Background: an optimization exercise with open tools, aiming at small area, a short achievable clock period and few clock cycles. Do not read the settings as production practice. Only simulation tests tie the RTL to the original design; equivalence was not proved. Power is estimated from default activity; no workload was simulated.

== run A ==
Design one_shot_periodic_timer_bank_top, start of the top module:
module one_shot_periodic_timer_bank_top #(
  parameter int SLOT_COUNT = 16,
  parameter int TIME_BITS  = 16
) (
  input  wire logic                           clk,
  input  wire logic                           rst_n,
  input  wire logic                           in_valid,
  output logic                                in_ready,
  input  wire logic [tmrbank_pkg::OP_W-1:0]   in_operation,
  input  wire logic [tmrbank_pkg::SLOT_W-1:0] in_slot,
  input  wire logic [tmrbank_pkg::INT_W-1:0]  in_interval_ms,
  output logic                                out_valid,
  input  wire logic                           out_ready,
  output logic [tmrbank_pkg::EV_W-1:0]        out_event_res,
  output logic [tmrbank_pkg::SLOT_W-1:0]      out_slot_id,
  output logic [tmrbank_pkg::STS_W-1:0]       out_status,
  output logic                                out_was_periodic,
  output logic                                out_last
);
Size in the first run: about 670 flip-flops, roughly 54 I/O pins, about 31000 sq um of cells after synthesis.
export LEC_CHECK = 0
export CAP_MARGIN = 20
export CORE_MARGIN = 2
export CORE_UTILIZATION = 60
export CTS_CLUSTER_DIAMETER = 100
export CTS_CLUSTER_SIZE = 30
export SLEW_MARGIN = 20
create_clock -name core_clock -period 10.0 [get_ports {clk}]
standard.sh (not shown) runs the stock make flow with config.mk's settings and CLKGATE_MAP_FILE= SYNTH_SCRIPT=/design/flow/synth_recipe.tcl, a recipe that flattens the netlist after the stock synthesis.
==> flow/flow/run.sh <==
#!/bin/bash
# The standard layout (standard.sh: ORFS synthesis through finish, unchanged),
# with the timing repair after CTS and after global routing told to aim for
# SETUP_SLACK_MARGIN ns of setup slack, so it works toward a shorter period
# than the 10 ns clock. make's whole output goes to flow_make.log here; ORFS
# also keeps each step's log under orfs/logs.
set -euo pipefail
bash standard.sh SETUP_SLACK_MARGIN=6.5 finish > flow_make.log 2>&1
Testbench counts of run A, summed over its fixed seeds: cycles 39,461.
[inputs] run B vs run A
- a deleted CTS_CLUSTER_SIZE that had been 30
- a deleted CTS_CLUSTER_DIAMETER that had been 100
--- a/flow/flow/run.sh
+++ b/flow/flow/run.sh
@@ -6,3 +6,3 @@
 # also keeps each step's log under orfs/logs.
 set -euo pipefail
-bash standard.sh SETUP_SLACK_MARGIN=6.5 finish > flow_make.log 2>&1
+bash standard.sh SETUP_SLACK_MARGIN=7 finish > flow_make.log 2>&1
Results
- Run B vs. run A: clock period minus final worst setup slack shrank by 0.11 ns, number of max-slew violations in the final report held steady, area added between synthesis and finish grew by 15 points, wire length grew by 11%, total power grew by 0.0013 W.
- On part of the total power dissipated in combinational logic, run A and run B are basically level.
- Compared with run A, placement density in the core of run B is higher.
For run C, these inputs were changed with respect to run B:
- CTS_CLUSTER_DIAMETER newly set to 100
- CTS_CLUSTER_SIZE newly set to 30
--- a/flow/flow/run.sh
+++ b/flow/flow/run.sh
@@ -6,3 +6,3 @@
 # also keeps each step's log under orfs/logs.
 set -euo pipefail
-bash standard.sh SETUP_SLACK_MARGIN=7 finish > flow_make.log 2>&1
+bash standard.sh SETUP_SLACK_MARGIN=6 finish > flow_make.log 2>&1
Notes after the runs:
Compared with run B, the router placed fewer vias in run C. Compare run B and run C | wire length the detailed router placed on met1 higher: run B. Taking run C over run B, the maximum ir drop on the vdd rail ratio works out to 0.832. Run C vs run B, utilization went down by 11 points. The number of diodes of run C falls short of that of run B by 2. Comparing run B and run C, the lower total power of the final layout is on run C. Sort run B and run C by clock network fraction of design power, ascending, and run C comes first. Relative to run B, met1 usage decreased by 3.9 points in run C. [compare] base=run B new=run C: number of stages on the worst setup path saw a decrease; number of antenna violations at the first check in global routing saw a decrease; maximum buffer depth of the clock tree saw little to no change.
Relative to run C, the following input files were edited for run D:
- a deleted CTS_CLUSTER_DIAMETER that had been 100
- a change of CTS_CLUSTER_SIZE from 30 to 22
--- a/flow/flow/run.sh
+++ b/flow/flow/run.sh
@@ -6,3 +6,3 @@
 # also keeps each step's log under orfs/logs.
 set -euo pipefail
-bash standard.sh SETUP_SLACK_MARGIN=6 finish > flow_make.log 2>&1
+bash standard.sh SETUP_SLACK_MARGIN=6.5 finish > flow_make.log 2>&1
[summary]
Run D: full flow OK, the timing, DRC and antenna checks passed
Run D and run C ended up with roughly the same sequential cell count.
Between run C and run D, the flow reports number of cells upsized or downsized after cts increasing by more than 100%.
Taking run C as the reference, in run D share of the final layout cell area in multi-input gates went down by 0.53 points, setup slack after layout moved up, fmax now larger.
The final reports for run D and run C show non-clock buffer count higher in the former.
Run D vs. run C: final worst hold slack lower; summed area of non-filler cells in the final layout higher.
Input changes introduced in run E (baseline for comparison: run D):
- a deleted CTS_CLUSTER_SIZE that had been 22
==> flow/run.sh (new file) <==
#!/bin/bash
# synth_recipe.tcl (not shown) runs the flow's synth.tcl, then flattens the netlist and writes it again
# the make line also repeats each setting of config.mk as NAME=value (left out here)
make -C /OpenROAD-flow-scripts/flow DESIGN_CONFIG=/design/flow/config.mk WORK_HOME=/design/flow/orfs CLKGATE_MAP_FILE= SYNTH_SCRIPT=/design/flow/synth_recipe.tcl finish
removed: flow/flow/run.sh
removed: flow/standard.sh
==> comparison <==
When the final numbers for run E and run D were put side by side, the combinational cell power turned out to be greater in run D. Number of I/O pins: run D vs run E — no meaningful difference. Number of sinks handled by clock tree synthesis delta (run E -> run D): insignificant. Summary of run E over run D: cell depth of the worst setup path saw a decrease, sequential fraction of design power saw an increase, post-placement worst setup slack saw an increase.

-- port drivers added, routing unchanged --
Ports are ideal in the flow. The routed layouts listed here were re-timed in OpenROAD.
Step 1: set_driving_cell puts a clkbuf_16 on clk and a buf_2 on each other input, an assumption about the parent block.
Step 2 moves the port delays by t, midway between the first and last clock arrival at a register: inputs arrive t later, outputs are due t later. That takes back most of the time a late clock gives input paths.
Three values: ideal ports, drivers, drivers and shift; two values: the first two.
run	shift t [ns]	setup slack, ns	worst slew at a driven data input, ns
run A	0.689	6.388 / 6.388 / 5.950	0.08
run B	0.691	6.499 / 6.499 / 6.409	0.07
run C	0.691	5.990 / 5.990 / 5.608	0.09
run D	0.679	6.389 / 6.389 / 5.924	0.08
run E	0.675	5.323 / 5.323 / 5.323	0.09
After both steps setup and hold are still met in every run listed. For run D, which loses most, drivers alone change the setup slack by 0.000 ns; drivers and shift together by -0.465 ns.
